What follows belongs to an exercise in optimizing a design on an open flow for small area and a short achievable clock period; a production flow would make more cautious choices.
No run shown here included a check of the RTL's function; only the layout flow was run.
Power figures rest on the tool's default switching activity, not on a simulated workload.

## flow/design.v (module list and top-level ports; edited modules follow where they fit)
// module fir_pre_stage: 343 lines
// module fir_fa: 11 lines
// module fir_ha: 10 lines
// module sm_out_stage: 260 lines
// module fir_filter: 3182 lines
module fir_filter
(
	input  logic        clk,
	input  logic        arst_n,  
	input  logic [15:0] x,       
	output logic [15:0] y        
);
  // ...
==> flow/flow/run.sh <==
#!/bin/bash
# Layout flow: the standard flow (standard.sh), with faster port buffers.
# The flow's port buffering picks a slow delay-cell buffer for every port; here
# buffer_ports is told to use a plain buffer instead. Everything else is standard.
set -e
cp standard.sh standard_sh_copy.log
export BUFFER_PORTS_ARGS="-buffer_cell sky130_fd_sc_hd__buf_2"
bash standard.sh > standard_run.log 2>&1
==> flow/standard.sh <==
#!/bin/bash
# synth_recipe.tcl (not shown) runs the flow's synth.tcl, then flattens the netlist and writes it again
# the make line also repeats each setting of config.mk as NAME=value (left out here)
make -C /OpenROAD-flow-scripts/flow DESIGN_CONFIG=/design/flow/config.mk WORK_HOME=/design/flow/orfs CLKGATE_MAP_FILE= SYNTH_SCRIPT=/design/flow/synth_recipe.tcl "${@:-finish}"
==> flow/config.mk <==
export PLATFORM = sky130hd
export DESIGN_NAME = fir_filter
export DESIGN_NICKNAME = fir_filter
export VERILOG_FILES = /design/flow/design.v
export SDC_FILE = /design/flow/constraint.sdc
export NUM_CORES = 4
export LEC_CHECK = 0
export CAP_MARGIN = 50
export CORE_MARGIN = 2
export CORE_UTILIZATION = 40
export PLACE_DENSITY = 0.6
export SLEW_MARGIN = 80
export SYNTH_HIERARCHICAL = 1
export SYNTH_MINIMUM_KEEP_SIZE = 0
==> flow/constraint.sdc <==
create_clock -name core_clock -period 12.0 [get_ports {clk}]
set_input_delay 2.4000 -clock core_clock [delete_from_list [all_inputs] [get_ports {clk}]]
set_output_delay 2.4000 -clock core_clock [all_outputs]
set_load 0.01 [all_outputs]
==> run notes, run 1 <==
* Status: timing/DRC/antenna clean
* ClkCell Share at 4.79%
* Vias at 12.1k
* Yosys cell types at 76
* # clock sinks at 338
* F_max at 234 MHz
* Met3 global-route usage at 2.58%
* CTS root buf: clkbuf_16
* Clock group at 1.17 mW
* Sw Ratio at 41.2%
* Total Power at 8.46 mW
* Hold Path Origin: zc12[4]$_DFF_PN0_
* Largest cells by area after synthesis: fa_1 (36%), dfrtp_1 (24%), ha_1 (13%), dfstp_2 (13%), inv_1 (2.2%)
* Busiest grt layer: met2
* Post-CTS Setup Bufs at 0
* Critical Path End: r3r[9]$_DFF_PN0_
* # IOs at 34
* CP max-delay cell: fa_1
* Register area share after synthesis at 36.9%
* Leakage Power at 11.5 nW
* DIE WIDTH at 245 um
* Hold endpoint: zs11[12]$_DFF_PN1_
* P_sw at 3.49 mW
* H-tree levels at 2
* Cell mode on critical path: xnor2_1
* CP Data Arrival Time at 4760 ps
* R2R depth at 10
* Final cell count without fillers at 2407
==> inputs of run 2 (changes only) <==
--- a/flow/design.v
+++ b/flow/design.v
@@ -397,277 +397,16 @@
 	input  logic b,
 	output logic s,
 	output logic co
 );
 	assign s  = a ^ b;
 	assign co = a & b;
 endmodule
 `timescale 1ns/100ps
-module sm_out_stage
-(
-	input  logic [14:0] zs0,
-	input  logic [4:0] zc0,
-	output logic        zsg,
-	output logic [13:0] za
-);
-	logic w2871;
-	assign w2871 = zs0[0] & zc0[0];
-	logic w2872;
-	assign w2872 = zs0[3] & zc0[1];
-	logic w2873;
-	assign w2873 = zs0[6] & zc0[2];
-	logic w2874;
-	assign w2874 = zs0[9] & zc0[3];
-	logic w2875;
-	assign w2875 = zs0[12] & zc0[4];
-	logic w2876;
-	assign w2876 = zs0[0] ^ zc0[0];
-	logic w2877;
-	assign w2877 = zs0[3] ^ zc0[1];
-	logic w2878;
-	assign w2878 = zs0[6] ^ zc0[2];
-	logic w2879;
-	assign w2879 = zs0[9] ^ zc0[3];
-	logic w2880;
-	assign w2880 = zs0[12] ^ zc0[4];
-	logic w2881;
-	assign w2881 = zs0[1] & w2871;
-	logic w2882;
-	assign w2882 = zs0[1] & w2876;
-	logic w2883;
-	assign w2883 = w2877 & zs0[2];
-	logic w2884;
-	assign w2884 = zs0[5] & zs0[4];
-	logic w2885;
-	assign w2885 = zs0[7] & w2873;
-	logic w2886;
-	assign w2886 = zs0[7] & w2878;
-	logic w2887;
-	assign w2887 = w2879 & zs0[8];
-	logic w2888;
-	assign w2888 = zs0[11] & zs0[10];
-	logic w2889;
-	assign w2889 = zs0[13] & w2875;
-	logic w2890;
-	assign w2890 = zs0[13] & w2880;
-	logic w2891;
-	assign w2891 = zs0[2] & w2881;
-	logic w2892;
-	assign w2892 = zs0[2] & w2882;
-	logic w2893;
-	assign w2893 = w2883 & w2881;
-	logic w2894;
-	assign w2894 = w2872 | w2893;
-	logic w2895;
-	assign w2895 = w2883 & w2882;
-	logic w2896;
-	assign w2896 = w2878 & w2884;
-	logic w2897;
-	assign w2897 = w2886 & w2884;
-	logic w2898;
-	assign w2898 = zs0[10] & w2874;
-	logic w2899;
-	assign w2899 = zs0[10] & w2887;
-	logic w2900;
-	assign w2900 = w2888 & w2874;
-	logic w2901;
-	assign w2901 = w2888 & w2887;
-	logic w2902;
-	assign w2902 = zs0[14] & w2889;
-	logic w2903;
-	assign w2903 = zs0[14] & w2890;
-	logic w2904;
-	assign w2904 = zs0[4] & w2894;
-	logic w2905;
-	assign w2905 = zs0[4] & w2895;
-	logic w2906;
-	assign w2906 = w2884 & w2894;
-	logic w2907;
-	assign w2907 = w2884 & w2895;
-	logic w2908;
-	assign w2908 = w2896 & w2894;
-	logic w2909;
-	assign w2909 = w2873 | w2908;
-	logic w2910;
-	assign w2910 = w2896 & w2895;
-	logic w2911;
-	assign w2911 = w2897 & w2894;
-	logic w2912;
-	assign w2912 = w2885 | w2911;
-	logic w2913;
-	assign w2913 = w2897 & w2895;
-	logic w2914;
-	assign w2914 = w2880 & w2900;
-	logic w2915;
-	assign w2915 = w2875 | w2914;
-	logic w2916;
-	assign w2916 = w2880 & w2901;
-	logic w2917;
-	assign w2917 = w2890 & w2900;
-	logic w2918;
-	assign w2918 = w2889 | w2917;
-	logic w2919;
-	assign w2919 = w2890 & w2901;
-	logic w2920;
-	assign w2920 = w2903 & w2900;
-	logic w2921;
-	assign w2921 = w2902 | w2920;
-	logic w2922;
-	assign w2922 = w2903 & w2901;
-	logic w2923;
-	assign w2923 = zs0[8] & w2912;
-	logic w2924;
-	assign w2924 = zs0[8] & w2913;
-	logic w2925;
-	assign w2925 = w2887 & w2912;
-	logic w2926;
-	assign w2926 = w2874 | w2925;
-	logic w2927;
-	assign w2927 = w2887 & w2913;
-	logic w2928;
-	assign w2928 = w2899 & w2912;
-	logic w2929;
-	assign w2929 = w2898 | w2928;
-	logic w2930;
-	assign w2930 = w2899 & w2913;
-	logic w2931;
-	assign w2931 = w2901 & w2912;
-	logic w2932;
-	assign w2932 = w2900 | w2931;
-	logic w2933;
-	assign w2933 = w2901 & w2913;
-	logic w2934;
-	assign w2934 = w2916 & w2912;
-	logic w2935;
-	assign w2935 = w2915 | w2934;
-	logic w2936;
-	assign w2936 = w2916 & w2913;
-	logic w2937;
-	assign w2937 = w2919 & w2912;
-	logic w2938;
-	assign w2938 = w2918 | w2937;
-	logic w2939;
-	assign w2939 = w2919 & w2913;
-	logic w2940;
-	assign w2940 = w2922 & w2912;
-	logic w2941;
-	assign w2941 = w2921 | w2940;
-	logic w2942;
-	assign w2942 = w2922 & w2913;
-	logic w2943;
-	assign w2943 = zs0[1] ^ w2871;
-	logic w2944;
-	assign w2944 = zs0[2] ^ w2881;
-	logic w2945;
-	assign w2945 = w2877 ^ w2891;
-	logic w2946;
-	assign w2946 = zs0[4] ^ w2894;
-	logic w2947;
-	assign w2947 = zs0[5] ^ w2904;
-	logic w2948;
-	assign w2948 = w2878 ^ w2906;
-	logic w2949;
-	assign w2949 = zs0[7] ^ w2909;
-	logic w2950;
-	assign w2950 = zs0[8] ^ w2912;
-	logic w2951;
-	assign w2951 = w2879 ^ w2923;
-	logic w2952;
-	assign w2952 = zs0[10] ^ w2926;
-	logic w2953;
-	assign w2953 = zs0[11] ^ w2929;
-	logic w2954;
-	assign w2954 = w2880 ^ w2932;
-	logic w2955;
-	assign w2955 = zs0[13] ^ w2935;
-	logic w2956;
-	assign w2956 = zs0[14] ^ w2938;
-	logic w2957;
-	assign w2957 = w2956 & w2876;
-	logic w2958;
-	assign w2958 = w2943 ^ w2957;
-	logic w2959;
-	assign w2959 = w2876 | w2943;
-	logic w2960;
-	assign w2960 = w2956 & w2959;
-	logic w2961;
-	assign w2961 = w2944 ^ w2960;
-	logic w2962;
-	assign w2962 = w2959 | w2944;
-	logic w2963;
-	assign w2963 = w2956 & w2962;
-	logic w2964;
-	assign w2964 = w2945 ^ w2963;
-	logic w2965;
-	assign w2965 = w2962 | w2945;
-	logic w2966;
-	assign w2966 = w2956 & w2965;
-	logic w2967;
-	assign w2967 = w2946 ^ w2966;
-	logic w2968;
-	assign w2968 = w2965 | w2946;
-	logic w2969;
-	assign w2969 = w2956 & w2968;
-	logic w2970;
-	assign w2970 = w2947 ^ w2969;
-	logic w2971;
-	assign w2971 = w2968 | w2947;
-	logic w2972;
-	assign w2972 = w2956 & w2971;
-	logic w2973;
-	assign w2973 = w2948 ^ w2972;
-	logic w2974;
-	assign w2974 = w2971 | w2948;
-	logic w2975;
-	assign w2975 = w2956 & w2974;
-	logic w2976;
-	assign w2976 = w2949 ^ w2975;
-	logic w2977;
-	assign w2977 = w2974 | w2949;
-	logic w2978;
-	assign w2978 = w2956 & w2977;
-	logic w2979;
-	assign w2979 = w2950 ^ w2978;
-	logic w2980;
-	assign w2980 = w2977 | w2950;
-	logic w2981;
-	assign w2981 = w2956 & w2980;
-	logic w2982;
-	assign w2982 = w2951 ^ w2981;
-	logic w2983;
-	assign w2983 = w2980 | w2951;
-	logic w2984;
-	assign w2984 = w2956 & w2983;
-	logic w2985;
-	assign w2985 = w2952 ^ w2984;
-	logic w2986;
-	assign w2986 = w2983 | w2952;
-	logic w2987;
-	assign w2987 = w2956 & w2986;
-	logic w2988;
-	assign w2988 = w2953 ^ w2987;
-	logic w2989;
-	assign w2989 = w2986 | w2953;
-	logic w2990;
-	assign w2990 = w2956 & w2989;
-	logic w2991;
-	assign w2991 = w2954 ^ w2990;
-	logic w2992;
-	assign w2992 = w2989 | w2954;
-	logic w2993;
-	assign w2993 = w2956 & w2992;
-	logic w2994;
-	assign w2994 = w2955 ^ w2993;
-	logic w2995;
-	assign w2995 = w2992 | w2955;
-	assign zsg = w2956;
-	assign za = {w2994, w2991, w2988, w2985, w2982, w2979, w2976, w2973, w2970, w2967, w2964, w2961, w2958, w2876};
-endmodule
-`timescale 1ns/100ps
 module fir_filter
 (
 	input  logic        clk,
 	input  logic        arst_n,  
 	input  logic [15:0] x,       
 	output logic [15:0] y        
 );
 	logic        sr;   
@@ -3696,22 +3435,271 @@
 	logic s2859, c2860;
 	fir_ha u2861 (.a(zs1[11]), .b(c2857), .s(s2859), .co(c2860));
 	logic s2862, c2863;
 	fir_ha u2864 (.a(zs1[12]), .b(zc1[4]), .s(s2862), .co(c2863));
 	logic s2865, c2866;
 	fir_ha u2867 (.a(zs1[13]), .b(c2863), .s(s2865), .co(c2866));
 	logic s2868, c2869;
 	fir_ha u2870 (.a(zs1[14]), .b(c2866), .s(s2868), .co(c2869));
+	logic w2871;
+	assign w2871 = zs0[0] & zc0[0];
+	logic w2872;
+	assign w2872 = zs0[3] & zc0[1];
+	logic w2873;
+	assign w2873 = zs0[6] & zc0[2];
+	logic w2874;
+	assign w2874 = zs0[9] & zc0[3];
+	logic w2875;
+	assign w2875 = zs0[12] & zc0[4];
+	logic w2876;
+	assign w2876 = zs0[0] ^ zc0[0];
+	logic w2877;
+	assign w2877 = zs0[3] ^ zc0[1];
+	logic w2878;
+	assign w2878 = zs0[6] ^ zc0[2];
+	logic w2879;
+	assign w2879 = zs0[9] ^ zc0[3];
+	logic w2880;
+	assign w2880 = zs0[12] ^ zc0[4];
+	logic w2881;
+	assign w2881 = zs0[1] & w2871;
+	logic w2882;
+	assign w2882 = zs0[1] & w2876;
+	logic w2883;
+	assign w2883 = w2877 & zs0[2];
+	logic w2884;
+	assign w2884 = zs0[5] & zs0[4];
+	logic w2885;
+	assign w2885 = zs0[7] & w2873;
+	logic w2886;
+	assign w2886 = zs0[7] & w2878;
+	logic w2887;
+	assign w2887 = w2879 & zs0[8];
+	logic w2888;
+	assign w2888 = zs0[11] & zs0[10];
+	logic w2889;
+	assign w2889 = zs0[13] & w2875;
+	logic w2890;
+	assign w2890 = zs0[13] & w2880;
+	logic w2891;
+	assign w2891 = zs0[2] & w2881;
+	logic w2892;
+	assign w2892 = zs0[2] & w2882;
+	logic w2893;
+	assign w2893 = w2883 & w2881;
+	logic w2894;
+	assign w2894 = w2872 | w2893;
+	logic w2895;
+	assign w2895 = w2883 & w2882;
+	logic w2896;
+	assign w2896 = w2878 & w2884;
+	logic w2897;
+	assign w2897 = w2886 & w2884;
+	logic w2898;
+	assign w2898 = zs0[10] & w2874;
+	logic w2899;
+	assign w2899 = zs0[10] & w2887;
+	logic w2900;
+	assign w2900 = w2888 & w2874;
+	logic w2901;
+	assign w2901 = w2888 & w2887;
+	logic w2902;
+	assign w2902 = zs0[14] & w2889;
+	logic w2903;
+	assign w2903 = zs0[14] & w2890;
+	logic w2904;
+	assign w2904 = zs0[4] & w2894;
+	logic w2905;
+	assign w2905 = zs0[4] & w2895;
+	logic w2906;
+	assign w2906 = w2884 & w2894;
+	logic w2907;
+	assign w2907 = w2884 & w2895;
+	logic w2908;
+	assign w2908 = w2896 & w2894;
+	logic w2909;
+	assign w2909 = w2873 | w2908;
+	logic w2910;
+	assign w2910 = w2896 & w2895;
+	logic w2911;
+	assign w2911 = w2897 & w2894;
+	logic w2912;
+	assign w2912 = w2885 | w2911;
+	logic w2913;
+	assign w2913 = w2897 & w2895;
+	logic w2914;
+	assign w2914 = w2880 & w2900;
+	logic w2915;
+	assign w2915 = w2875 | w2914;
+	logic w2916;
+	assign w2916 = w2880 & w2901;
+	logic w2917;
+	assign w2917 = w2890 & w2900;
+	logic w2918;
+	assign w2918 = w2889 | w2917;
+	logic w2919;
+	assign w2919 = w2890 & w2901;
+	logic w2920;
+	assign w2920 = w2903 & w2900;
+	logic w2921;
+	assign w2921 = w2902 | w2920;
+	logic w2922;
+	assign w2922 = w2903 & w2901;
+	logic w2923;
+	assign w2923 = zs0[8] & w2912;
+	logic w2924;
+	assign w2924 = zs0[8] & w2913;
+	logic w2925;
+	assign w2925 = w2887 & w2912;
+	logic w2926;
+	assign w2926 = w2874 | w2925;
+	logic w2927;
+	assign w2927 = w2887 & w2913;
+	logic w2928;
+	assign w2928 = w2899 & w2912;
+	logic w2929;
+	assign w2929 = w2898 | w2928;
+	logic w2930;
+	assign w2930 = w2899 & w2913;
+	logic w2931;
+	assign w2931 = w2901 & w2912;
+	logic w2932;
+	assign w2932 = w2900 | w2931;
+	logic w2933;
+	assign w2933 = w2901 & w2913;
+	logic w2934;
+	assign w2934 = w2916 & w2912;
+	logic w2935;
+	assign w2935 = w2915 | w2934;
+	logic w2936;
+	assign w2936 = w2916 & w2913;
+	logic w2937;
+	assign w2937 = w2919 & w2912;
+	logic w2938;
+	assign w2938 = w2918 | w2937;
+	logic w2939;
+	assign w2939 = w2919 & w2913;
+	logic w2940;
+	assign w2940 = w2922 & w2912;
+	logic w2941;
+	assign w2941 = w2921 | w2940;
+	logic w2942;
+	assign w2942 = w2922 & w2913;
+	logic w2943;
+	assign w2943 = zs0[1] ^ w2871;
+	logic w2944;
+	assign w2944 = zs0[2] ^ w2881;
+	logic w2945;
+	assign w2945 = w2877 ^ w2891;
+	logic w2946;
+	assign w2946 = zs0[4] ^ w2894;
+	logic w2947;
+	assign w2947 = zs0[5] ^ w2904;
+	logic w2948;
+	assign w2948 = w2878 ^ w2906;
+	logic w2949;
+	assign w2949 = zs0[7] ^ w2909;
+	logic w2950;
+	assign w2950 = zs0[8] ^ w2912;
+	logic w2951;
+	assign w2951 = w2879 ^ w2923;
+	logic w2952;
+	assign w2952 = zs0[10] ^ w2926;
+	logic w2953;
+	assign w2953 = zs0[11] ^ w2929;
+	logic w2954;
+	assign w2954 = w2880 ^ w2932;
+	logic w2955;
+	assign w2955 = zs0[13] ^ w2935;
+	logic w2956;
+	assign w2956 = zs0[14] ^ w2938;
+	logic w2957;
+	assign w2957 = w2956 & w2876;
+	logic w2958;
+	assign w2958 = w2943 ^ w2957;
+	logic w2959;
+	assign w2959 = w2876 | w2943;
+	logic w2960;
+	assign w2960 = w2956 & w2959;
+	logic w2961;
+	assign w2961 = w2944 ^ w2960;
+	logic w2962;
+	assign w2962 = w2959 | w2944;
+	logic w2963;
+	assign w2963 = w2956 & w2962;
+	logic w2964;
+	assign w2964 = w2945 ^ w2963;
+	logic w2965;
+	assign w2965 = w2962 | w2945;
+	logic w2966;
+	assign w2966 = w2956 & w2965;
+	logic w2967;
+	assign w2967 = w2946 ^ w2966;
+	logic w2968;
+	assign w2968 = w2965 | w2946;
+	logic w2969;
+	assign w2969 = w2956 & w2968;
+	logic w2970;
+	assign w2970 = w2947 ^ w2969;
+	logic w2971;
+	assign w2971 = w2968 | w2947;
+	logic w2972;
+	assign w2972 = w2956 & w2971;
+	logic w2973;
+	assign w2973 = w2948 ^ w2972;
+	logic w2974;
+	assign w2974 = w2971 | w2948;
+	logic w2975;
+	assign w2975 = w2956 & w2974;
+	logic w2976;
+	assign w2976 = w2949 ^ w2975;
+	logic w2977;
+	assign w2977 = w2974 | w2949;
+	logic w2978;
+	assign w2978 = w2956 & w2977;
+	logic w2979;
+	assign w2979 = w2950 ^ w2978;
+	logic w2980;
+	assign w2980 = w2977 | w2950;
+	logic w2981;
+	assign w2981 = w2956 & w2980;
+	logic w2982;
+	assign w2982 = w2951 ^ w2981;
+	logic w2983;
+	assign w2983 = w2980 | w2951;
+	logic w2984;
+	assign w2984 = w2956 & w2983;
+	logic w2985;
+	assign w2985 = w2952 ^ w2984;
+	logic w2986;
+	assign w2986 = w2983 | w2952;
+	logic w2987;
+	assign w2987 = w2956 & w2986;
+	logic w2988;
+	assign w2988 = w2953 ^ w2987;
+	logic w2989;
+	assign w2989 = w2986 | w2953;
+	logic w2990;
+	assign w2990 = w2956 & w2989;
+	logic w2991;
+	assign w2991 = w2954 ^ w2990;
+	logic w2992;
+	assign w2992 = w2989 | w2954;
+	logic w2993;
+	assign w2993 = w2956 & w2992;
+	logic w2994;
+	assign w2994 = w2955 ^ w2993;
+	logic w2995;
+	assign w2995 = w2992 | w2955;
 	logic [15:0] r1n;
 	logic [17:0] r3n;
 	fir_pre_stage pre_i (.x(x), .r1n(r1n), .r3n(r3n));
-	logic        zsg;
 	logic [13:0] za;
-	sm_out_stage out_i (.zs0(zs0), .zc0(zc0), .zsg(zsg), .za(za));
+	assign za = {w2994, w2991, w2988, w2985, w2982, w2979, w2976, w2973, w2970, w2967, w2964, w2961, w2958, w2876};
 	logic [14:0] zn0;
 	assign zn0 = {s2868, s2865, s2862, s2859, s2856, s2853, s2850, s2847, s2844, s2841, s2838, s2835, s2832, s2828, s2824};
 	logic [4:0] cn0;
 	assign cn0 = {c2860, c2851, c2842, c2833, w338};
 	logic [14:0] zn1;
 	assign zn1 = {s2792, s2789, s2786, s2783, s2780, s2777, s2774, s2771, s2768, s2765, s2762, s2759, s2756, s2753, s2750};
 	logic [4:0] cn1;
 	assign cn1 = {c2784, c2775, c2766, c2757, w1082};
@@ -3836,12 +3824,12 @@
 			zc7 <= cn7;
 			zc8 <= cn8;
 			zc9 <= cn9;
 			zc10 <= cn10;
 			zc11 <= cn11;
 			zc12 <= cn12;
 			zc13 <= cn13;
 			zc14 <= cn14;
-			y   <= {zsg, 1'b0, za};  
+			y   <= {w2956, 1'b0, za};  
 		end
 	end
 endmodule
==> flow/config.mk (replaced) <==
export PLATFORM = sky130hd
export DESIGN_NAME = fir_filter
export DESIGN_NICKNAME = fir_filter
export VERILOG_FILES = /design/flow/design.v
export SDC_FILE = /design/flow/constraint.sdc
export NUM_CORES = 4
export LEC_CHECK = 0
export CAP_MARGIN = 20
export CORE_MARGIN = 2
export CORE_UTILIZATION = 40
export PLACE_DENSITY = 0.6
export SLEW_MARGIN = 20
export SYNTH_HIERARCHICAL = 1
export SYNTH_MINIMUM_KEEP_SIZE = 0
==> run 2 against run 1 <==
Highest routed layer unchanged. Critical endpoint is now zs10[2]$_DFF_PN0_. Maximum frequency is 4.6% lower. Clock power is 6% higher. Largest cell class unchanged. Final cell count is 2.0% lower. Register-to-register slack worse by 500 ps. Clock skew is 15 ps lower. Still clean.
==> run notes, run 2 <==
* Grt ovf at 0
* CTS Buffer Depth at 3
* Worst hold margin at 472 ps
* Antenna diode count at 0
* Total Power at 8.23 mW (-2.7%)
* # setup viols final at 0
* Leakage Power at 11.4 nW (-0.89%)
* Layout cells sized above 1 at 15.6%
* CTS tree: yes
* R2r startpoint: vr[11]$_DFF_PN0_
* Synthesis-to-finish area growth at 10.2%
* Pre-CTS setup slack at 7160 ps
* Final hold vios at 0
* Worst Hold Class: flop to flop
* Tcrit/Tclk final at 37.4%
* Synth Cell Area at 23100 sq um
* Max-Cap Viols at 0
* Critical Path End: zs10[2]$_DFF_PN0_
* Max FFs per register at 18
* Avg Synthesized Cell Area at 15.2 sq um
* Vias at 11.7k (-3.4%)
* CTS resizes at 0
* Tot GR Track Use at 16.9%
* Post-DRT Antenna Nets at 0
* Syn. warnings at 7
* DIE HEIGHT at 244 um
* Drt first pass iters at 4
* F_max at 223 MHz (-4.6%)
* Startpoint types: flop
* TNS Setup at 0 ps
* Initial antenna violation count at 0
* Critical path endpoint category: flop
* WS Path Type: flop to flop
* Fin crit period at 4480 ps
* Crit path from: vr[11]$_DFF_PN0_
* Critical path required time at 12420 ps
* CP Data Arrival Time at 4910 ps (+150 ps)
* Skew-Pair Late Insertion Delay at 550 ps
* Top Registers: r3r x18, vr x16
* Yosys reg bits at 338
* Yosys cell types at 73 (-3.9%)
* Hold_buf cts at 0
* Worst-Margin Slew at 937 ps
* CTS buffer count at 38
* Die area at 59700 sq um
* Asr flop ratio synth at 100%
* RSZ-0062 raised after global routing: false
* R2R depth at 10 (unchanged)
* Largest cells by area after synthesis: fa_1 (36%), dfrtp_1 (24%), ha_1 (13%), dfstp_2 (13%), inv_1 (2.3%)
* Register area share after synthesis at 37.2% (+0.36 points)
* H-tree levels at 2 (unchanged)
* Post-CTS Setup Bufs at 0 (unchanged)
* Row count at 88
* DIE WIDTH at 244 um (-0.48%)
* Vias in the first global route at 13.7k
* Detailed Place HPWL at 35100 um
* Initial Utilization at 40.3%
* IO buf count at 32
* Crit-path max FO at 8
* Pwr dens at 323 nW/um^2
* Synth cell count leaders: fa_1 (414), ha_1 (246), dfrtp_1 (225)
* Top_reg_cell synth: dfrtp_1
* Post-DR wirelength/cell at 20.0 um
* # IOs at 34 (unchanged)
* Largest Register: r3r
* DRC viols at 0
* Largest area contributor in the netlist: fa_1
* Global-route wire length before repair at 76500 um
* Status: timing/DRC/antenna clean
* Largest net degree at the start of global routing at 130
* Starting DRT DRC Count at 539
* RR Endpoint: zs10[2]$_DFF_PN0_
* Commonest non-fill, non-tap cell in the layout: fa_1
* Final WL at 47200 um
* GP Congestion at 0.827
* Clk_skew at 12.6 ps
* Nets at 2241
* Count leader, synth: fa_1
* Clock slew at reported path FFs at 60 ps
* Fin. max-slew vios at 0
* Vias/cell at 4.96
* Post-synth EDFFs at 0
* Worst slew margin at 37.5%
* Worst IR Drop VDD at 0.126 mV
* CTS root buf: clkbuf_16
* Yosys top cell area share at 35.9%
* Gate Count Post-Synth at 1515
* Setup ws final at 7520 ps
* Core ar. at 57400 sq um
* # clock sinks at 338 (unchanged)
* Commonest non-fill, non-tap cells in the layout: fa_1 (414), ha_1 (246), dfrtp_1 (225), inv_1 (144), dfstp_2 (113)
* R2R setup slack at 7520 ps
## run 2: cell types whose count changed in the layout (fill, tap and decap cells not counted), sizes merged, moves of 5 or more
| cell | before | now |
|---|---|---|
| buf | 72 | 48 |
| a21oi | 42 | 22 |
| o22ai | 25 | 5 |
| nand2 | 22 | 37 |
| maj3 | 15 | 29 |
| nor2 | 37 | 23 |
| a31oi | 18 | 9 |
| inv | 139 | 146 |
| o211ai | 2 | 8 |
| nand2b | 1 | 6 |
## run 2: where the power goes
group / internal (mW) / total (mW) / switching (mW)
Clock: 0.760 / 1.24 / 0.480
Combinational: 2.16 / 4.63 / 2.47
Sequential: 2.00 / 2.37 / 0.364
## run 2: worst max-delay path: stages (launching register included)
cell and delay [ps]:
dfrtp_1 750, inv_1 390, fa_1 650, fa_1 460, fa_1 530, inv_1 80, fa_1 450, ha_1 220
fa_1 350, inv_1 70, fa_1 410
## run 2: cells by family after synthesis
group	count (synthesis)	synth area share (%)
adders and majority gates	689	50.5
muxes	2	0.0867
DFF	338	37.2
AOI/OAI and AO/OA	129	4.02
buffers and inverters	192	3.72
other	2	0.0325
xor gates and xnor gates	58	2.23
and+or+nand+nor	105	2.16
## run 2: layout make-up
cell class                      instances  area [sq um]
Clock buffer                           55          1160
Fill cell                            4954         31900
Multi-Input combinational cell        991         13700
Sequential cell                       338          8600
Timing Repair Buffer                   48           330
Inverter                              146           548
Tap cell                              765           957
Clock inverter                         15           204
## run 2: worst min path at each step
stage	start	to	slack (ps)	depth (start not counted)
CTS	zc7[0]$_DFF_PN0_	zs6[0]$_DFF_PN0_	480	1
finish	zc5[4]$_DFF_PN0_	zs4[12]$_DFF_PN1_	470	1
detailed placement	zc7[0]$_DFF_PN0_	zs6[0]$_DFF_PN0_	460	1
global placement	zc13[4]$_DFF_PN0_	zs12[12]$_DFF_PN1_	460	1
global route	zc7[0]$_DFF_PN0_	zs6[0]$_DFF_PN0_	490	1
floorplan	zc1[4]$_DFF_PN0_	zs0[12]$_DFF_PN0_	440	1
## run 2: per-module statistics from Yosys (local to each module, per instance)
module,cells,times used
fir_filter,773,1
fir_pre_stage,140,1
fir_ha,1,191
fir_fa,1,411
## run 2: stage by stage
step | instances | instance area [sq um] | utilization [%]
floorplan | 1521 | 23100 | -
global placement | 2286 | 24000 | 41.9
detailed placement | 2286 | 24000 | 41.9
CTS | 2356 | 25400 | 44.3
global route | 2358 | 25500 | 44.4
finish | 2358 | 25500 | 44.4
## run 2: metal layers
| metal | up-vias | track usage [%] | routed length [um] |
|---|---|---|---|
| met1 | 6399 | 23.8 | 21200 |
| met3 | 57 | 2.68 | 1900 |
| met4 | 0 | 4.18 | 974 |
| met2 | 182 | 27.7 | 23200 |
| li1 | 5046 | - | - |
| met5 | - | 0 | 0 |
==> inputs of run 3 (changes only) <==
--- a/flow/config.mk
+++ b/flow/config.mk
@@ -9,4 +9,5 @@
 export CORE_MARGIN = 2
 export CORE_UTILIZATION = 40
+export CTS_BUF_LIST = sky130_fd_sc_hd__clkbuf_4 sky130_fd_sc_hd__clkbuf_8
 export PLACE_DENSITY = 0.6
 export SLEW_MARGIN = 20
==> run 3 against run 2 <==
Maximum frequency fell by 1.8%. Synthesized cell count unchanged. Highest routed layer unchanged. Via count up 1.1%. Die area did not move.
==> run notes, run 3 <==
* Final hold vios at 0 (unchanged)
* Asr flop ratio synth at 100% (unchanged)
* # clock sinks at 338 (unchanged)
* DP Cell Count at 2286 (unchanged)
* Worst slew margin at 37.4% (-0.17 points)
* Initial antenna violation count at 1 (+1)
* Final core utilization at 44.1% (-0.25 points)
* Skew-Pair Late Insertion Delay at 660 ps (+110 ps)
* Critical path required time at 12550 ps (+130 ps)
* Largest cells by area after synthesis: fa_1 (36%), dfrtp_1 (24%), ha_1 (13%), dfstp_2 (13%), inv_1 (2.3%)
* Hold Path Origin: zc5[4]$_DFF_PN0_
* Pwr dens at 319 nW/um^2 (-1.2%)
* Synth cell count leaders: fa_1 (414), ha_1 (246), dfrtp_1 (225)
* F_max at 219 MHz (-1.8%)
* Hold_buf cts at 0 (unchanged)
* Die area at 59700 sq um (unchanged)
* H-tree levels at 2 (unchanged)
* Worst Hold Class: flop to flop
* Post-CTS Setup Bufs at 0 (unchanged)
* # setup viols final at 0 (unchanged)
* Vias at 11.8k (+1.1%)
* Hold path cells at 1 (unchanged)
* Startpoint types: flop
* Max-Cap Viols at 0 (unchanged)
* Commonest non-fill, non-tap cell in the layout: fa_1
* Post-synth EDFFs at 0 (unchanged)
* CP Data Arrival Time at 5120 ps (+210 ps)
* RSZ-0062 raised after global routing: false
* Tot GR Track Use at 17.0% (+0.089 points)
* R2R setup slack at 7440 ps (-80 ps)
* Yosys cell types at 73 (unchanged)
* Vias in the first global route at 13.8k (+0.77%)
* WS Path Type: flop to flop
* Synthesis-to-finish area growth at 9.60%
* Starting DRT DRC Count at 489 (-9.3%)
* RR Endpoint: zs10[5]$_DFF_PN1_
* Global-route wire length before repair at 77100 um (+0.73%)
* Core ar. at 57400 sq um (unchanged)
* Nets at 2258 (+0.76%)
* Critical path endpoint category: flop
* Largest area contributor in the netlist: fa_1
* DIE WIDTH at 244 um (unchanged)
* IO buf count at 32 (unchanged)
* Layout cells sized above 1 at 17.6% (+2.0 points)
* Total Power at 8.09 mW (-1.8%)
* Initial Utilization at 40.3% (unchanged)
* Clock slew at reported path FFs at 60 ps (about the same)
* Crit-path max FO at 8 (unchanged)
* Setup ws final at 7440 ps (-80.7 ps)
* Worst hold margin at 471 ps (-1.59 ps)
* Clk_skew at 55.3 ps (+42.7 ps)
* Largest net degree at the start of global routing at 130 (unchanged)
* Vias/cell at 4.94 (-0.38%)
* Post-DRT Antenna Nets at 0 (unchanged)
* Drt first pass iters at 5 (+1)
* Gate Count Post-Synth at 1515 (unchanged)
* Yosys top cell area share at 35.9% (unchanged)
* CTS Buffer Depth at 3 (unchanged)
* Leakage Power at 11.4 nW (-0.18%)
* R2r startpoint: vr[11]$_DFF_PN0_
* Commonest non-fill, non-tap cells in the layout: fa_1 (414), ha_1 (246), dfrtp_1 (225), inv_1 (144), dfstp_2 (113)
* Placed inst area at 24000 sq um (unchanged)
* Detailed Place HPWL at 35100 um (unchanged)
* R2R depth at 9 (-1)
* Final cell count without fillers at 2392 (+1.4%)
* CTS buffer count at 56 (+47%)
* Grt ovf at 0 (unchanged)
* Worst IR Drop VDD at 0.115 mV (-9.0%)
* DIE HEIGHT at 244 um (unchanged)
* Top Registers: r3r x18, vr x16
* Status: timing/DRC/antenna clean
* Syn. warnings at 7 (unchanged)
* Yosys reg bits at 338 (unchanged)
* Max FFs per register at 18 (unchanged)
* Design area at 25300 sq um (-0.56%)
* Avg Synthesized Cell Area at 15.2 sq um (unchanged)
* DRC viols at 0 (unchanged)
* CTS tree: yes
* Top_reg_cell synth: dfrtp_1
* Post-DR wirelength/cell at 19.8 um (-1.1%)
* Crit path from: vr[11]$_DFF_PN0_
* Tcrit/Tclk final at 38.0% (+0.67 points)
* Row count at 88 (unchanged)
* GP Congestion at 0.827 (unchanged)
* Fin crit period at 4560 ps (+80.7 ps)
* Fin. max-slew vios at 0 (unchanged)
* Worst-Margin Slew at 939 ps (+2.61 ps)
* Count leader, synth: fa_1
* # IOs at 34 (unchanged)
* Synth Cell Area at 23100 sq um (unchanged)
* Final WL at 47400 um (+0.30%)
* Largest Register: r3r
* Hold endpoint: zs4[12]$_DFF_PN1_
* CTS root buf: clkbuf_8
* TNS Setup at 0 ps (unchanged)
* Register area share after synthesis at 37.2% (unchanged)
* Pre-CTS setup slack at 7160 ps (unchanged)
* CTS resizes at 0 (unchanged)
[run 3: modules after synthesis (local to each module, per instance)]
module	cells inside	flip-flops and latches	area, sq um
fir_filter	773	338	11300
fir_pre_stage	140	0	1140
fir_fa	1	0	20.0
fir_ha	1	0	12.5
[run 3: power by group]
group | switching (mW) | leakage [nW] | internal, mW
Sequential | 0.363 | 3.85 | 2.00
Combinational | 2.46 | 6.89 | 2.16
Clock | 0.484 | 0.664 | 0.615
[run 3: layout make-up]
class	instances	area, sq um
diodes	1	2.50
clock buffers	95	1170
clock inverters	9	70.1
fillers	4983	32000
inverters	146	548
multi-input cells	991	13700
flip-flops and latches	338	8600
well taps	765	957
repair buffers	47	307
[run 3: cells by family after synthesis]
| kind of cell | after synthesis | synth area share, % |
|---|---|---|
| adder cells (fa/ha/maj) | 689 | 50.5 |
| flip-flops | 338 | 37.2 |
| buffers and inverters | 192 | 3.72 |
| AO/OA/AOI/OAI | 129 | 4.02 |
| AND/OR/NAND/NOR | 105 | 2.16 |
| XOR/XNOR | 58 | 2.23 |
| other | 2 | 0.0325 |
| multiplexers | 2 | 0.0867 |
[run 3: layer usage]
| layer | routed length (um) | vias up | track usage [%] |
|---|---|---|---|
| met5 | 0 | - | 0 |
| met2 | 23200 | 217 | 27.8 |
| li1 | - | 5086 | - |
| met3 | 1980 | 72 | 2.79 |
| met4 | 1100 | 0 | 4.21 |
| met1 | 21100 | 6433 | 23.9 |
[run 3: worst max-delay path by stage]
| stage | endpoint | slack (ps) | cells after the start |
|---|---|---|---|
| 3_3_place_gp | zs9[7]$_DFF_PN0_ | 7150 | 3 |
| 4_1_cts | zs10[5]$_DFF_PN1_ | 7480 | 9 |
| 6_report | zs10[5]$_DFF_PN1_ | 7440 | 9 |
| 3_5_place_dp | zs9[7]$_DFF_PN0_ | 7160 | 3 |
| 2_1_floorplan | r3r[9]$_DFF_PN0_ | 7690 | 10 |
| 5_1_grt | zs10[5]$_DFF_PN1_ | 7340 | 9 |
[run 3: worst max-delay path, cell delays in order, from the launching register on]
cell,delay [ps]
dfrtp_1,760
inv_1,400
fa_1,530
fa_1,430
fa_1,400
inv_1,120
fa_1,460
fa_1,460
fa_1,400
fa_1,520
==> inputs of run 4 (changes only) <==
==> flow/config.mk (replaced) <==
export PLATFORM = sky130hd
export DESIGN_NAME = fir_filter
export DESIGN_NICKNAME = fir_filter
export VERILOG_FILES = /design/flow/design.v
export SDC_FILE = /design/flow/constraint.sdc
export NUM_CORES = 4
export LEC_CHECK = 0
export CAP_MARGIN = 50
export CORE_MARGIN = 2
export CORE_UTILIZATION = 40
export PLACE_DENSITY = 0.6
export SLEW_MARGIN = 80
export SYNTH_HIERARCHICAL = 1
export SYNTH_MINIMUM_KEEP_SIZE = 0
==> run 4 against run 3 <==
Critical path depth up 5. Register-to-register slack worse by 50 ps. Largest cell class unchanged. Sequential share of layout area down 1.0 points. Clock-buffer cell count down 36. Core utilization up 1.8 points. Clock power up 8%. Synthesized area unchanged. Synthesized cell count unchanged. Still clean. Power up 3.3%. Worst setup slack worse by 48 ps.
==> run notes, run 4 <==
* Layout cells sized above 1 at 21.4% (+3.8 points)
* Crit-path max FO at 9 (+1)
* CP max-delay cell: clkdlybuf4s50_1
* Critical path required time at 12480 ps (-70 ps)
* Nets at 2268 (+0.44%)
* Final hold vios at 0 (unchanged)
* Count leader, synth: fa_1
* Avg Synthesized Cell Area at 15.2 sq um (unchanged)
* Fillers at 4887 (-1.9%)
* Synthesis-to-finish area growth at 14.1%
* R2R setup slack at 7390 ps (-50 ps)
* Clk_skew at 19.5 ps (-35.8 ps)
* Antenna diode count at 0 (-1)
* Register Area at 8680 sq um (+0.97%)
* Worst hold margin at 467 ps (-3.22 ps)
* CTS resizes at 0 (unchanged)
* Synth Cell Area at 23100 sq um (unchanged)
* CP Data Arrival Time at 5090 ps (-30 ps)
* Syn. warnings at 7 (unchanged)
* Drt first pass iters at 5 (unchanged)
* R2r startpoint: vr[5]$_DFF_PN0_
* CTS Buffer Depth at 3 (unchanged)
* Max-Cap Viols at 0 (unchanged)
* # clock sinks at 338 (unchanged)
* DIE HEIGHT at 244 um (unchanged)
* Setup ws final at 7390 ps (-47.6 ps)
* DRC viols at 0 (unchanged)
* Largest Register: r3r
* Global-route wire length before repair at 77500 um (+0.57%)
* Hold Path Origin: zc4[4]$_DFF_PN0_
* Commonest non-fill, non-tap cell in the layout: fa_1
* Register area share after synthesis at 37.2% (unchanged)
* Detailed Place HPWL at 36700 um (+4.5%)
* TNS Setup at 0 ps (unchanged)
* Top_reg_cell synth: dfrtp_1
* Asr flop ratio synth at 100% (unchanged)
* Max FFs per register at 18 (unchanged)
* Ordered cell list for the critical path: inv_2 > ha_1 > inv_1 > fa_1 > nor2b_2 > o41ai_4 > clkdlybuf4s50_1 > a2111oi_4 > clkdlybuf4s50_1 > a2111oi_2 > clkdlybuf4s50_1 > o21ai_0 > a21oi_1 > maj3_1
* Vias at 11.8k (+0.26%)
* DIE WIDTH at 244 um (unchanged)
* # IOs at 34 (unchanged)
* Initial antenna violation count at 0 (-1)
* Hold_buf cts at 0 (unchanged)
* CTS buffer count at 39 (-30%)
* Largest cells by area after synthesis: fa_1 (36%), dfrtp_1 (24%), ha_1 (13%), dfstp_2 (13%), inv_1 (2.3%)
* Starting DRT DRC Count at 616 (+26%)
* Critical path endpoint category: flop
* H-tree levels at 2 (unchanged)
* Final WL at 48000 um (+1.4%)
* RR Endpoint: zc10[0]$_DFF_PN0_
* Final core utilization at 45.9% (+1.8 points)
* Hold endpoint: zs3[12]$_DFF_PN1_
* Grt ovf at 0 (unchanged)
* Tcrit/Tclk final at 38.4% (+0.40 points)
* WS Path Type: flop to flop
* Post-DRT Antenna Nets at 0 (unchanged)
* F_max at 217 MHz (-1.0%)
* IO buf count at 32 (unchanged)
* Pwr dens at 317 nW/um^2 (-0.82%)
* RSZ-0062 raised after global routing: false
* Largest net degree at the start of global routing at 27 (-79%)
* Row count at 88 (unchanged)
* Skew-Pair Late Insertion Delay at 560 ps (-100 ps)
* Initial Utilization at 40.3% (unchanged)
* Vias in the first global route at 14.0k (+1.6%)
* CP bufs+invs at 5 (+3)
* Worst path max stage delay at 580 ps (-180 ps)
* CTS root buf: clkbuf_16
* GP Congestion at 0.827 (unchanged)
* Clock slew at reported path FFs at 60 ps (about the same)
* Fin. max-slew vios at 0 (unchanged)
* Hold path cells at 1 (unchanged)
* # setup viols final at 0 (unchanged)
* Multi-input logic area at 14000 sq um (+2.3%)
* Commonest non-fill, non-tap cells in the layout: fa_1 (413), ha_1 (243), dfrtp_1 (198), inv_1 (120), dfstp_2 (113)
* Worst Hold Class: flop to flop
* Pre-CTS setup slack at 7410 ps (+252 ps)
* Fin crit period at 4610 ps (+47.6 ps)
* Status: timing/DRC/antenna clean
* R2R depth at 14 (+5)
* Cell mode on critical path: clkdlybuf4s50_1
* Crit path max-delay family: buffers and inverters
* Top Registers: r3r x18, vr x16
* Largest area contributor in the netlist: fa_1
* Gate Count Post-Synth at 1515 (unchanged)
* Post-CTS Setup Bufs at 0 (unchanged)
* Final cell count without fillers at 2385 (-0.29%)
* Yosys top cell area share at 35.9% (unchanged)
* Worst IR Drop VDD at 0.124 mV (+8.6%)
* CTS tree: yes
* Crit path from: vr[5]$_DFF_PN0_
* Yosys reg bits at 338 (unchanged)
* DP Cell Count at 2310 (+1.0%)
* Die area at 59700 sq um (unchanged)
* Post-DR wirelength/cell at 20.1 um (+1.6%)
* Post-synth EDFFs at 0 (unchanged)
* Leakage Power at 11.6 nW (+2.0%)
* Core ar. at 57400 sq um (unchanged)
* Synth cell count leaders: fa_1 (414), ha_1 (246), dfrtp_1 (225)
* Startpoint types: flop
* Yosys cell types at 73 (unchanged)
* Tot GR Track Use at 17.1% (+0.13 points)
* Vias/cell at 4.96 (+0.56%)
[run 4: cell types whose count changed in the layout (fill, tap and decap cells not counted), sizes merged, moves of 3 or more]
| cell | delta |
|---|---|
| buf | +18 |
| bufinv | +3 |
| clkbuf | -33 |
| clkdlybuf4s50 | +6 |
[run 4: per-stage QoR]
| stage | instance area, sq um | total power [mW] |
|---|---|---|
| final | 26400 | 8.35 |
| after global routing | 26400 | 9.32 |
| after CTS | 26200 | 8.47 |
| after detailed placement | 24900 | 7.16 |
| after global placement | 24000 | 6.87 |
| after floorplan | 23100 | 5.67 |
[run 4: power breakdown]
part | switching, mW | leakage (nW) | internal, mW
sequential | 0.371 | 3.83 | 2.01
clock | 0.480 | 0.623 | 0.714
combinational | 2.53 | 7.18 | 2.25
total | 3.38 | 11.6 | 4.97
[run 4: area by class of cell]
type | count | area share [%]
Tap cell | 765 | 3.63
Timing Repair Buffer | 74 | 3.39
Multi-Input combinational cell | 991 | 53.0
Sequential cell | 338 | 32.9
Inverter | 146 | 2.14
Clock buffer | 59 | 4.25
Clock inverter | 12 | 0.617
[run 4: worst max-delay path by stage]
stage                              endpoint  slack [ps]  depth (start not counted)
after detailed placement  zc10[0]$_DFF_PN0_        7410                         14
final                     zc10[0]$_DFF_PN0_        7390                         14
after global routing      zc10[0]$_DFF_PN0_        7180                         14
after CTS                 zc10[0]$_DFF_PN0_        7360                         14
after global placement     zs9[7]$_DFF_PN0_        7150                          3
after floorplan            r3r[9]$_DFF_PN0_        7690                         10
[run 4: layer usage]
layer	up-vias	GRT usage, %	part of all wire, %
met5	-	0	0
met4	0	4.97	2.7
met2	206	28.3	50
li1	5103	-	-
met1	6445	22.9	43
met3	85	3.80	4.8
[run 4: modules after synthesis (local to each module, per instance)]
| module | times used | area, sq um |
|---|---|---|
| fir_fa | 411 | 20.0 |
| fir_pre_stage | 1 | 1140 |
| fir_filter | 1 | 11300 |
| fir_ha | 191 | 12.5 |
[run 4: cells by family after synthesis]
family / Yosys count / synth area share [%]
other cells: 2 / 0.0325
xor+xnor: 58 / 2.23
fa+ha+maj: 689 / 50.5
flops: 338 / 37.2
buf+inv: 192 / 3.72
compound gates: 129 / 4.02
mux: 2 / 0.0867
simple gates: 105 / 2.16

## afterwards: timing with drivers on the ports
The flow's constraints put no driver on any port. The routed layouts listed below were extracted and timed again, unchanged, in two steps.
Step 1: set_driving_cell puts a clkbuf_16 on clk and a buf_2 on each other input, an assumption about the parent block.
Step 2 moves the port delays by t, midway between the first and last clock arrival at a register: inputs arrive t later, outputs are due t later. That takes back most of the time a late clock gives input paths.
Slacks: ideal ports / drivers / drivers and shift; pairs: ideal ports / drivers.
| run | t, ns | slack for setup (ns) | worst setup path after step 2 | worst register clock-pin slew, ns |
|---|---|---|---|---|
| run 1 | 0.611 | 7.722 / 7.747 / 7.135 | input to register | 0.06 / 0.06 |
| run 2 | 0.601 | 7.517 / 7.517 / 7.295 | input, reset recovery | 0.06 / 0.06 |
| run 3 | 0.694 | 7.436 / 7.436 / 7.436 | register to register | 0.07 / 0.07 |
| run 4 | 0.606 | 7.389 / 7.389 / 7.389 | register to register | 0.06 / 0.06 |
After both steps setup and hold are still met in every run listed. The setup slack of run 1, which loses most, moves by +0.025 ns with the drivers and by -0.587 ns with both steps. Setup slack includes reset recovery checks.
